Context: an optimization exercise on an open-source flow, tuned for small area, a short achievable clock period and few clock cycles per item. The choices shown serve that exercise and are no tape-out recipe. The RTL was checked by simulation tests, not by an equivalence proof against the original design.

==> flow/design.v, too long to show whole: its modules and the start of the top module <==
// module mhdg_wrap: 19 lines
// module magnetometer_heading_core: 1722 lines
module magnetometer_heading_core #(
    parameter int CORDIC_STEPS = mhdg_pkg::CORDIC_STEPS_DEF,
    parameter int SAMPLE_WIDTH = mhdg_pkg::SAMPLE_WIDTH_DEF
) (
    input  logic                                i_clk,
    input  logic                                i_rst_n,
    input  logic                                i_s_tvalid,
    output logic                                o_s_tready,
    input  logic [mhdg_pkg::S_TDATA_W-1:0]      i_s_tdata,    
    input  logic                                i_s_tuser,    
    output logic                                o_m_tvalid,
    input  logic                                i_m_tready,
    output logic [mhdg_pkg::M_TDATA_W-1:0]      o_m_tdata,    
    input  logic                                i_cfg_we,
    input  logic [mhdg_pkg::CFG_IDX_W-1:0]      i_cfg_idx,
    input  logic [mhdg_pkg::CFG_DATA_W-1:0]     i_cfg_data
);
  // ...
==> flow/flow/run.sh <==
#!/bin/bash
# The standard layout, except that the port buffers buffer_ports inserts are
# sky130_fd_sc_hd__buf_4 cells rather than the library's default choice.
set -euo pipefail
bash standard.sh 'BUFFER_PORTS_ARGS=-buffer_cell sky130_fd_sc_hd__buf_4' finish > standard_sh.log 2>&1
==> flow/standard.sh <==
#!/bin/bash
# synth_recipe.tcl (not shown) runs the flow's synth.tcl, then flattens the netlist and writes it again
# the make line also repeats each setting of config.mk as NAME=value (left out here)
make -C /OpenROAD-flow-scripts/flow DESIGN_CONFIG=/design/flow/config.mk WORK_HOME=/design/flow/orfs CLKGATE_MAP_FILE= SYNTH_SCRIPT=/design/flow/synth_recipe.tcl "${@:-finish}"
==> flow/config.mk <==
export PLATFORM = sky130hd
export DESIGN_NAME = magnetometer_heading_core
export DESIGN_NICKNAME = magnetometer_heading_core
export VERILOG_FILES = /design/flow/design.v
export SDC_FILE = /design/flow/constraint.sdc
export NUM_CORES = 4
export LEC_CHECK = 0
export ABC_AREA = 1
export CAP_MARGIN = 20
export CORE_MARGIN = 2
export CORE_UTILIZATION = 50
export GPL_TIMING_DRIVEN = 0
export SLEW_MARGIN = 20
==> flow/constraint.sdc <==
create_clock -name core_clock -period 13.0 [get_ports {i_clk}]
set_input_delay 2.6000 -clock core_clock [delete_from_list [all_inputs] [get_ports {i_clk}]]
set_output_delay 2.6000 -clock core_clock [all_outputs]
set_load 0.01 [all_outputs]
==> out/results.tsv, run 1 <==
metric	value	unit
syn_area_per_cell	9.27	um2
setup violators final	0	
prevailing post-synth register cell	edfxtp_1	
Hold EP	r11_d_0$_DFFE_PP_	
Resized Gates After CTS	0	
Setup Crit Path Kind	primary input to flip-flop	
Max Cap Viol	0	
outcome	timing/DRC/antenna clean	
Syn Inst Count	10400	
register area share after synthesis	39.4	%
CTS Sinks	1319	
synthesis-to-layout area growth	10.1	%
full die area	197000	um2
num ports	91	
Max Root-Sink Buffers	3	
EDFF count, synth	1157	
Inverters excl. clock	1374	
R2R Path End	r2_rby[21]$_DFFE_PP_	
Post-CTS Hold Buffers	0	
routed wire length	270000	um
fin area	106000	um2
relative slew slack	24.1	%
CTS tree	yes	
Testbench counts, summed over its fixed seeds: cycles 4,080, items 3,072.
==> inputs of run 2 (changes only) <==
--- a/flow/design.v
+++ b/flow/design.v
@@ -1187,156 +1187,170 @@
     assign w3_d_0 = !w3_vsy;
     assign w3_d_1 = !w3_y_1[24];
     assign w3_qv = w3_vsx;
     wire [24:0] s4_x_1 = {r4_x_1, 8'd0};
     wire [24:0] s4_y_1 = {r4_y_1, 8'd0};
     wire w4_dy = !s4_y_1[24];
     wire [24:0] w4_xs = {{1{1'b0}}, s4_x_1[24:1]};
     wire [24:0] w4_yl = s4_y_1[24:0];
-    wire [25:0] w4_ya = {w4_yl, 1'b1} + {w4_xs ^ {25{w4_dy}}, w4_dy};
-    assign w4_y_2 = w4_ya[25:1];
-    assign w4_d_2 = !w4_ya[25];
+    wire [24:0] w4_yp = w4_yl - w4_xs;
+    wire [24:0] w4_yn = w4_yl + w4_xs;
+    assign w4_y_2 = w4_dy ? w4_yp : w4_yn;
+    assign w4_d_2 = !w4_y_2[24];
     wire w4_m = !r4_d_1;
     wire [24:0] w4_ys = {2'd0, s4_y_1[23:1] ^ {23{w4_m}}};
     wire [25:0] w4_xa = {s4_x_1, 1'b1} + {w4_ys, w4_m};
     assign w4_x_2 = w4_xa[25:1];
     wire [24:0] s5_y_2 = {r5_y_2, 7'd0};
     wire [24:0] s5_x_2 = {r5_x_2, 7'd0};
     wire w5_dy = !s5_y_2[24];
     wire [23:0] w5_xs = {{1{1'b0}}, s5_x_2[24:2]};
     wire [23:0] w5_yl = s5_y_2[23:0];
-    wire [24:0] w5_ya = {w5_yl, 1'b1} + {w5_xs ^ {24{w5_dy}}, w5_dy};
-    assign w5_y_3 = w5_ya[24:1];
-    assign w5_d_3 = !w5_ya[24];
+    wire [23:0] w5_yp = w5_yl - w5_xs;
+    wire [23:0] w5_yn = w5_yl + w5_xs;
+    assign w5_y_3 = w5_dy ? w5_yp : w5_yn;
+    assign w5_d_3 = !w5_y_3[23];
     wire w5_m = !r5_d_2;
     wire [24:0] w5_ys = {3'd0, s5_y_2[23:2] ^ {22{w5_m}}};
     wire [25:0] w5_xa = {s5_x_2, 1'b1} + {w5_ys, w5_m};
     assign w5_x_3 = w5_xa[25:1];
     wire [23:0] s6_y_3 = {r6_y_3, 5'd0};
     wire [24:0] s6_x_3 = {r6_x_3, 5'd0};
     wire w6_dy = !s6_y_3[23];
     wire [21:0] w6_xs = s6_x_3[24:3];
     wire [21:0] w6_yl = s6_y_3[21:0];
-    wire [22:0] w6_ya = {w6_yl, 1'b1} + {w6_xs ^ {22{w6_dy}}, w6_dy};
-    assign w6_y_4 = w6_ya[22:1];
-    assign w6_d_4 = !w6_ya[22];
+    wire [21:0] w6_yp = w6_yl - w6_xs;
+    wire [21:0] w6_yn = w6_yl + w6_xs;
+    assign w6_y_4 = w6_dy ? w6_yp : w6_yn;
+    assign w6_d_4 = !w6_y_4[21];
     wire w6_m = !r6_d_3;
     wire [24:0] w6_ys = {5'd0, s6_y_3[22:3] ^ {20{w6_m}}};
     wire [25:0] w6_xa = {s6_x_3, 1'b1} + {w6_ys, w6_m};
     assign w6_x_4 = w6_xa[25:1];
     wire [21:0] s7_y_4 = {r7_y_4, 2'd0};
     wire [24:0] s7_x_4 = {r7_x_4, 2'd0};
     wire w7_dy = !s7_y_4[21];
     wire [21:0] w7_xs = {{1{1'b0}}, s7_x_4[24:4]};
     wire [21:0] w7_yl = s7_y_4[21:0];
-    wire [22:0] w7_ya = {w7_yl, 1'b1} + {w7_xs ^ {22{w7_dy}}, w7_dy};
-    assign w7_y_5 = w7_ya[22:1];
-    assign w7_d_5 = !w7_ya[22];
+    wire [21:0] w7_yp = w7_yl - w7_xs;
+    wire [21:0] w7_yn = w7_yl + w7_xs;
+    assign w7_y_5 = w7_dy ? w7_yp : w7_yn;
+    assign w7_d_5 = !w7_y_5[21];
     wire w7_m = !r7_d_4;
     wire [24:0] w7_ys = {8'd0, s7_y_4[20:4] ^ {17{w7_m}}};
     wire [25:0] w7_xa = {s7_x_4, 1'b1} + {w7_ys, w7_m};
     assign w7_x_5 = w7_xa[25:1];
     wire w8_dy = !r8_y_5[21];
     wire [20:0] w8_xs = {{1{1'b0}}, r8_x_5[24:5]};
     wire [20:0] w8_yl = r8_y_5[20:0];
-    wire [21:0] w8_ya = {w8_yl, 1'b1} + {w8_xs ^ {21{w8_dy}}, w8_dy};
-    assign w8_y_6 = w8_ya[21:1];
-    assign w8_d_6 = !w8_ya[21];
+    wire [20:0] w8_yp = w8_yl - w8_xs;
+    wire [20:0] w8_yn = w8_yl + w8_xs;
+    assign w8_y_6 = w8_dy ? w8_yp : w8_yn;
+    assign w8_d_6 = !w8_y_6[20];
     wire w8_m = !r8_d_5;
     wire [24:0] w8_ys = {9'd0, r8_y_5[20:5] ^ {16{w8_m}}};
     wire [25:0] w8_xa = {r8_x_5, 1'b1} + {w8_ys, w8_m};
     assign w8_x_6 = w8_xa[25:1];
     wire w9_dy = !r9_y_6[20];
     wire [19:0] w9_xs = {{1{1'b0}}, r9_x_6[24:6]};
     wire [19:0] w9_yl = r9_y_6[19:0];
-    wire [20:0] w9_ya = {w9_yl, 1'b1} + {w9_xs ^ {20{w9_dy}}, w9_dy};
-    assign w9_y_7 = w9_ya[20:1];
-    assign w9_d_7 = !w9_ya[20];
+    wire [19:0] w9_yp = w9_yl - w9_xs;
+    wire [19:0] w9_yn = w9_yl + w9_xs;
+    assign w9_y_7 = w9_dy ? w9_yp : w9_yn;
+    assign w9_d_7 = !w9_y_7[19];
     wire w9_m = !r9_d_6;
     wire [24:0] w9_ys = {11'd0, r9_y_6[19:6] ^ {14{w9_m}}};
     wire [25:0] w9_xa = {r9_x_6, 1'b1} + {w9_ys, w9_m};
     assign w9_x_7 = w9_xa[25:1];
     wire w10_dy = !r10_y_7[19];
     wire [18:0] w10_xs = {{1{1'b0}}, r10_x_7[24:7]};
     wire [18:0] w10_yl = r10_y_7[18:0];
-    wire [19:0] w10_ya = {w10_yl, 1'b1} + {w10_xs ^ {19{w10_dy}}, w10_dy};
-    assign w10_y_8 = w10_ya[19:1];
-    assign w10_d_8 = !w10_ya[19];
+    wire [18:0] w10_yp = w10_yl - w10_xs;
+    wire [18:0] w10_yn = w10_yl + w10_xs;
+    assign w10_y_8 = w10_dy ? w10_yp : w10_yn;
+    assign w10_d_8 = !w10_y_8[18];
     wire w10_m = !r10_d_7;
     wire [24:0] w10_ys = {13'd0, r10_y_7[18:7] ^ {12{w10_m}}};
     wire [25:0] w10_xa = {r10_x_7, 1'b1} + {w10_ys, w10_m};
     assign w10_x_8 = w10_xa[25:1];
     wire w11_dy = !r11_y_8[18];
     wire [17:0] w11_xs = {{1{1'b0}}, r11_x_8[24:8]};
     wire [17:0] w11_yl = r11_y_8[17:0];
-    wire [18:0] w11_ya = {w11_yl, 1'b1} + {w11_xs ^ {18{w11_dy}}, w11_dy};
-    assign w11_y_9 = w11_ya[18:1];
-    assign w11_d_9 = !w11_ya[18];
+    wire [17:0] w11_yp = w11_yl - w11_xs;
+    wire [17:0] w11_yn = w11_yl + w11_xs;
+    assign w11_y_9 = w11_dy ? w11_yp : w11_yn;
+    assign w11_d_9 = !w11_y_9[17];
     wire w11_m = !r11_d_8;
     wire [24:0] w11_ys = {15'd0, r11_y_8[17:8] ^ {10{w11_m}}};
     wire [25:0] w11_xa = {r11_x_8, 1'b1} + {w11_ys, w11_m};
     assign w11_x_9 = w11_xa[25:1];
     wire w12_dy = !r12_y_9[17];
     wire [16:0] w12_xs = {{1{1'b0}}, r12_x_9[24:9]};
     wire [16:0] w12_yl = r12_y_9[16:0];
-    wire [17:0] w12_ya = {w12_yl, 1'b1} + {w12_xs ^ {17{w12_dy}}, w12_dy};
-    assign w12_y_10 = w12_ya[17:1];
-    assign w12_d_10 = !w12_ya[17];
+    wire [16:0] w12_yp = w12_yl - w12_xs;
+    wire [16:0] w12_yn = w12_yl + w12_xs;
+    assign w12_y_10 = w12_dy ? w12_yp : w12_yn;
+    assign w12_d_10 = !w12_y_10[16];
     assign w12_zero = (r12_x_9[24:8] == 17'd0);
     wire w12_m = !r12_d_9;
     wire [24:0] w12_ys = {17'd0, r12_y_9[16:9] ^ {8{w12_m}}};
     wire [25:0] w12_xa = {r12_x_9, 1'b1} + {w12_ys, w12_m};
     assign w12_x_10 = w12_xa[25:1];
     wire w13_dy = !r13_y_10[16];
     wire [15:0] w13_xs = {{1{1'b0}}, r13_x_10[24:10]};
     wire [15:0] w13_yl = r13_y_10[15:0];
-    wire [16:0] w13_ya = {w13_yl, 1'b1} + {w13_xs ^ {16{w13_dy}}, w13_dy};
-    assign w13_y_11 = w13_ya[16:1];
-    assign w13_d_11 = !w13_ya[16];
+    wire [15:0] w13_yp = w13_yl - w13_xs;
+    wire [15:0] w13_yn = w13_yl + w13_xs;
+    assign w13_y_11 = w13_dy ? w13_yp : w13_yn;
+    assign w13_d_11 = !w13_y_11[15];
     wire w13_m = !r13_d_10;
     wire [24:0] w13_ys = {19'd0, r13_y_10[15:10] ^ {6{w13_m}}};
     wire [25:0] w13_xa = {r13_x_10, 1'b1} + {w13_ys, w13_m};
     assign w13_x_11 = w13_xa[25:1];
     wire w14_dy = !r14_y_11[15];
     wire [14:0] w14_xs = {{1{1'b0}}, r14_x_11[24:11]};
     wire [14:0] w14_yl = r14_y_11[14:0];
-    wire [15:0] w14_ya = {w14_yl, 1'b1} + {w14_xs ^ {15{w14_dy}}, w14_dy};
-    assign w14_y_12 = w14_ya[15:1];
-    assign w14_d_12 = !w14_ya[15];
+    wire [14:0] w14_yp = w14_yl - w14_xs;
+    wire [14:0] w14_yn = w14_yl + w14_xs;
+    assign w14_y_12 = w14_dy ? w14_yp : w14_yn;
+    assign w14_d_12 = !w14_y_12[14];
     wire w14_m = !r14_d_11;
     wire [24:0] w14_ys = {21'd0, r14_y_11[14:11] ^ {4{w14_m}}};
     wire [25:0] w14_xa = {r14_x_11, 1'b1} + {w14_ys, w14_m};
     assign w14_x_12 = w14_xa[25:1];
     wire w15_dy = !r15_y_12[14];
     wire [13:0] w15_xs = {{1{1'b0}}, r15_x_12[24:12]};
     wire [13:0] w15_yl = r15_y_12[13:0];
-    wire [14:0] w15_ya = {w15_yl, 1'b1} + {w15_xs ^ {14{w15_dy}}, w15_dy};
-    assign w15_y_13 = w15_ya[14:1];
-    assign w15_d_13 = !w15_ya[14];
+    wire [13:0] w15_yp = w15_yl - w15_xs;
+    wire [13:0] w15_yn = w15_yl + w15_xs;
+    assign w15_y_13 = w15_dy ? w15_yp : w15_yn;
+    assign w15_d_13 = !w15_y_13[13];
     wire w15_m = !r15_d_12;
     wire [24:0] w15_ys = {23'd0, r15_y_12[13:12] ^ {2{w15_m}}};
     wire [25:0] w15_xa = {r15_x_12, 1'b1} + {w15_ys, w15_m};
     assign w15_x_13 = w15_xa[25:1];
     wire w16_dy = !r16_y_13[13];
     wire [12:0] w16_xs = {{1{1'b0}}, r16_x_13[24:13]};
     wire [12:0] w16_yl = r16_y_13[12:0];
-    wire [13:0] w16_ya = {w16_yl, 1'b1} + {w16_xs ^ {13{w16_dy}}, w16_dy};
-    assign w16_y_14 = w16_ya[13:1];
-    assign w16_d_14 = !w16_ya[13];
+    wire [12:0] w16_yp = w16_yl - w16_xs;
+    wire [12:0] w16_yn = w16_yl + w16_xs;
+    assign w16_y_14 = w16_dy ? w16_yp : w16_yn;
+    assign w16_d_14 = !w16_y_14[12];
     wire w16_m = !r16_d_13;
     wire [24:0] w16_ys = 25'd0;
     wire [25:0] w16_xa = {r16_x_13, 1'b1} + {w16_ys, w16_m};
     assign w16_x_14 = w16_xa[25:1];
     wire w17_dy = !r17_y_14[12];
     wire [11:0] w17_xs = {{1{1'b0}}, r17_x_14[24:14]};
     wire [11:0] w17_yl = r17_y_14[11:0];
-    wire [12:0] w17_ya = {w17_yl, 1'b1} + {w17_xs ^ {12{w17_dy}}, w17_dy};
-    assign w17_y_15 = w17_ya[12:1];
-    assign w17_d_15 = !w17_ya[12];
+    wire [11:0] w17_yp = w17_yl - w17_xs;
+    wire [11:0] w17_yn = w17_yl + w17_xs;
+    assign w17_y_15 = w17_dy ? w17_yp : w17_yn;
+    assign w17_d_15 = !w17_y_15[11];
     wire [4:0] w19_zsel0 = {r17_qv, r17_d_0, r17_d_1, r17_d_2, r17_d_3};
     wire [831:0] w19_ztab0 = {26'd11506246, 26'd10572356, 26'd9666488, 26'd8732598, 26'd8024312, 26'd7090422, 26'd6184554, 26'd5250664, 26'd60920390, 26'd59986500, 26'd59080632, 26'd58146742, 26'd57438456, 26'd56504566, 26'd55598698, 26'd54664808, 26'd5608006, 26'd4674116, 26'd3768248, 26'd2834358, 26'd2126072, 26'd1192182, 26'd286314, 26'd66461288, 26'd66818630, 26'd65884740, 26'd64978872, 26'd64044982, 26'd63336696, 26'd62402806, 26'd61496938, 26'd60563048};
     wire [25:0] w19_zlut0 = w19_ztab0[w19_zsel0 * 26 +: 26];
     wire [3:0] w19_zsel1 = {r17_d_4, r17_d_5, r17_d_6, r17_d_7};
     wire [415:0] w19_ztab1 = {26'd879368, 26'd820698, 26'd762036, 26'd703366, 26'd644760, 26'd586090, 26'd527428, 26'd468758, 26'd410610, 26'd351940, 26'd293278, 26'd234608, 26'd176002, 26'd117332, 26'd58670, 26'd0};
     wire [25:0] w19_zlut1 = w19_ztab1[w19_zsel1 * 26 +: 26];
     wire [3:0] w19_zsel2 = {r17_d_8, r17_d_9, r17_d_10, r17_d_11};
     wire [415:0] w19_ztab2 = {26'd55004, 26'd51338, 26'd47670, 26'd44004, 26'd40336, 26'd36670, 26'd33002, 26'd29336, 26'd25668, 26'd22002, 26'd18334, 26'd14668, 26'd11000, 26'd7334, 26'd3666, 26'd0};
==> flow/config.mk (replaced) <==
export PLATFORM = sky130hd
export DESIGN_NAME = magnetometer_heading_core
export DESIGN_NICKNAME = magnetometer_heading_core
export VERILOG_FILES = /design/flow/design.v
export SDC_FILE = /design/flow/constraint.sdc
export NUM_CORES = 4
export LEC_CHECK = 0
export ABC_AREA = 1
export CAP_MARGIN = 20
export CORE_MARGIN = 2
export CORE_UTILIZATION = 40
export GPL_TIMING_DRIVEN = 0
export SLEW_MARGIN = 20
==> run 2 against run 1 <==
  * Worst hold slack improved by 0.0017 ns
  * Utilization is 11 points lower
  * Final cell count rose by 13%
  * Routed wire length is 6.6% higher
  * Sequential share of layout area shrank 1.9 points
  * Critical path type is now flip-flop to flip-flop
==> out/results.tsv, run 2 <==
metric	value	unit	change
routed vias/inst	5.20		was 5.46
layout cell share with drive strength beyond 1	4.74	%	was 4.69%
CTS tree	yes		unchanged
layout net count	12900		was 11800
Placed Cells	14800		was 13000
Setup Crit Path Kind	flip-flop to flip-flop		was primary input to flip-flop
final RePlAce weighted congestion	0.963		was 0.960
syn_area_per_cell	8.92	um2	was 9.27 um2
fraction of registers with async set/reset	0	%	unchanged
CTS buffer count	156		was 154
Initial DRC Count	5891		was 5634
Post-CTS Hold Buffers	0		unchanged
outcome	timing/DRC/antenna clean		unchanged
clk_skew	0.0833	ns	was 0.0488 ns
measured slew at the worst slew-check pin	1.14	ns	about the same
GRT Total Usage	22.0	%	was 27.1%
Yosys top cell area share	34.3	%	was 36.0%
num ports	91		unchanged
drt pass-1 iters	8		was 6
setup violators final	0		unchanged
initial antenna violation count	13		was 10
htree depth	4		unchanged
endpoint class of the critical path	flip-flop		unchanged
Core Region	251000	um2	was 192000 um2
top-count cell post-synth	nand2_1		unchanged
Yosys reg bits	1319		unchanged
routed wire length	288000	um	was 270000 um
synth cell count leaders	nand2_1 (1905), inv_1 (1547), edfxtp_1 (1157), xor2_1 (1003), ha_1 (824)		was nand2_1 (1725), inv_1 (1327), edfxtp_1 (1157), xor2_1 (848), ha_1 (744)
CTS Sinks	1319		unchanged
via count	78500		was 72800
fin. max-slew vios	0		unchanged
post-synth design cell area	101000	um2	was 96500 um2
Rows	184		was 161
Synth cell types	78		was 75
Syn Inst Count	11300		was 10400
Max Cap Viol	0		unchanged
synthesis-to-layout area growth	10.7	%	was 10.1%
Finished Layout Cells	15100		was 13300
commonest cells after routing, fill and taps aside	nand2_1 (1905), inv_1 (1547), edfxtp_1 (1157)		was nand2_1 (1725), inv_1 (1327), edfxtp_1 (1157)
arrival time at the worst endpoint	5.03	ns	was 4.92 ns
RSZ-0062 raised after global routing	false		unchanged
largest net degree at the start of global routing	65		was 64
Synth area leader	edfxtp_1		unchanged
register area share after synthesis	37.5	%	was 39.4%
Max Root-Sink Buffers	3		unchanged
prevailing post-synth register cell	edfxtp_1		unchanged
Congestion Overflow GR	0		unchanged
full die area	257000	um2	was 197000 um2
Final period util	35.1	%	was 32.9%
clk latency of the worst-skew pair	0.85	ns	was 0.84 ns
Clock transition at path regs	0.07	ns	was 0.06 ns
min cycle time layout	4.56	ns	was 4.28 ns
relative slew slack	24.2	%	was 24.1%
setup bufs post-CTS	0		unchanged
Fmax	219	MHz	was 234 MHz
Antenna Violating Nets Remaining	0		unchanged
synth top area cells	edfxtp_1 (34%), ha_1 (10%), xor2_1 (8.7%), fa_1 (7.3%), nand2_1 (7.1%)		was edfxtp_1 (36%), ha_1 (9.6%), xor2_1 (7.7%), fa_1 (7.4%), nand2_1 (6.7%)
count of input and output buffers	83		was 84
die width	507	um	was 443 um
starting density of the core	40.3	%	was 50.2%
drt wl/cell	19.1	um	was 20.3 um
Resized Gates After CTS	0		unchanged
drc violations	0		unchanged
EDFF count, synth	1157		unchanged
WP data required	13.48	ns	was 13.64 ns
commonest non-fill, non-tap cell in the layout	nand2_1		unchanged
vias in the first global route	77800		was 71400
crit path launch type	flip-flop		was primary input
setup TNS	0	ns	unchanged
largest registers	r2_rax x40, r2_ray x40		unchanged
first-pass GRT wire length	445000	um	was 413000 um
worst hold path class	flip-flop to flip-flop		unchanged
die height	507	um	was 443 um
clk root buf	clkbuf_16		unchanged
hpwl dp	235000	um	was 219000 um
Yosys Warn Count	2		unchanged
CP max FO	4		was 10
Final Hold Viols	0		unchanged
run 2: cell types whose count changed after synthesis, moves of 57 or more:
cell | before | now
a21oi_1 | 719 | 794
xor2_1 | 848 | 1003
o21ai_0 | 464 | 566
xnor2_1 | 552 | 282
ha_1 | 744 | 824
nand3_1 | 330 | 395
inv_1 | 1327 | 1547
nand2_1 | 1725 | 1905
nor2_1 | 635 | 751
nor3_1 | 67 | 124
run 2: metal layers:
metal / GRT usage, % / wire (um) / vias up
li1: - / - / 38500
met1: 29.7 / 129000 / 37500
met2: 36.9 / 136000 / 2070
met3: 2.91 / 15700 / 420
met4: 6.47 / 7910 / 18
met5: 0 / 126 / -
run 2: critical path, cell delays in order (launching register included):
cell and delay, ns:
edfxtp_1 0.51, nor2_1 0.14, inv_1 0.08, nor4_1 0.26, nand2_1 0.12, nor3_1 0.23
nand2_1 0.14, o41ai_1 0.40, o21ai_0 0.20, xor2_1 0.20, ha_1 0.35, inv_1 0.07
nor3_1 0.34, nand2_1 0.08, o311ai_0 0.87, xnor2_1 0.29
run 2: cell families (layout without fill, tap and decap cells):
family	Yosys count	after routing	synth area share, %
simple gates	3451	3451	14.3
xor+xnor	1288	1288	11.2
fa+ha+maj	1198	1198	17.5
flops	1319	1319	37.5
mux	5	5	0.0494
buf+inv	1943	2335	7.38
other cells	1	9	0.00370
compound gates	2138	2138	12.0
run 2: path summary, 6_finish.rpt:
check | startpoint | end | cells after the start | slack, ns
setup reg to reg | r10_x_7[10]$_DFFE_PP_ | r11_y_8[18]$_DFFE_PP_ | 15 | 8.44
setup / recovery | r10_x_7[10]$_DFFE_PP_ | r11_y_8[18]$_DFFE_PP_ | 15 | 8.44
hold / removal | r12_d_7$_DFFE_PP_ | r13_d_7$_DFFE_PP_ | 0 | 0.38
hold reg to reg | r12_d_7$_DFFE_PP_ | r13_d_7$_DFFE_PP_ | 0 | 0.38
run 2: area by class of cell:
cell class	count	area [um2]
Clock buffer	181	4050
Timing Repair Buffer	104	1180
Antenna cell	3	7.51
Buffer	345	1480
Multi-Input combinational cell	8086	55800
Sequential cell	1319	38000
Fill cell	24300	139000
Inverter	1598	6000
Clock inverter	107	1350
Tap cell	3348	4190
run 2: stage by stage:
stage / hold slack [ns] / setup slack, ns / utilization, % / area (um2)
floorplan: 0.400 / 3.13 / - / 101000
CTS: 0.377 / 8.36 / 44.6 / 112000
detailed placement: 0.405 / 8.27 / 42.4 / 107000
global placement: 0.400 / -0.759 / 42.2 / 106000
global route: 0.388 / 7.99 / 44.6 / 112000
finish: 0.382 / 8.44 / 44.6 / 112000
Testbench counts of run 2, summed over its fixed seeds: cycles 4,080, items 3,072.

-- what the ideal ports hide --
Ports are ideal in the flow. The routed layouts listed here were re-timed in OpenROAD.
Step 1 (the two cells are an assumption about what drives the block):
set clk [get_ports {i_clk}]
set_driving_cell -lib_cell sky130_fd_sc_hd__clkbuf_16 $clk
set_driving_cell -lib_cell sky130_fd_sc_hd__buf_2 [delete_from_list [all_inputs] $clk]
Step 2 also shifts input and output timing later by t, the mid clock arrival at the registers, as if the neighbouring blocks saw the same clock.
Slacks: no drivers / after step 1 / after step 2; pairs: no drivers / after step 1.
run | shift t [ns] | setup WS [ns] | worst hold slack (ns) | worst slew at a driven data input, ns | pins driven straight from the clock port
run 1 | 0.897 | 8.718 / 8.776 / 7.879 | 0.380 / 0.380 / 0.380 | 0.09 | 1
run 2 | 0.902 | 8.442 / 8.442 / 8.230 | 0.382 / 0.382 / 0.382 | 0.15 | 1
After both steps every run listed still meets setup and hold. For run 1, which loses most, drivers alone change the setup slack by +0.058 ns; drivers and shift together by -0.839 ns.
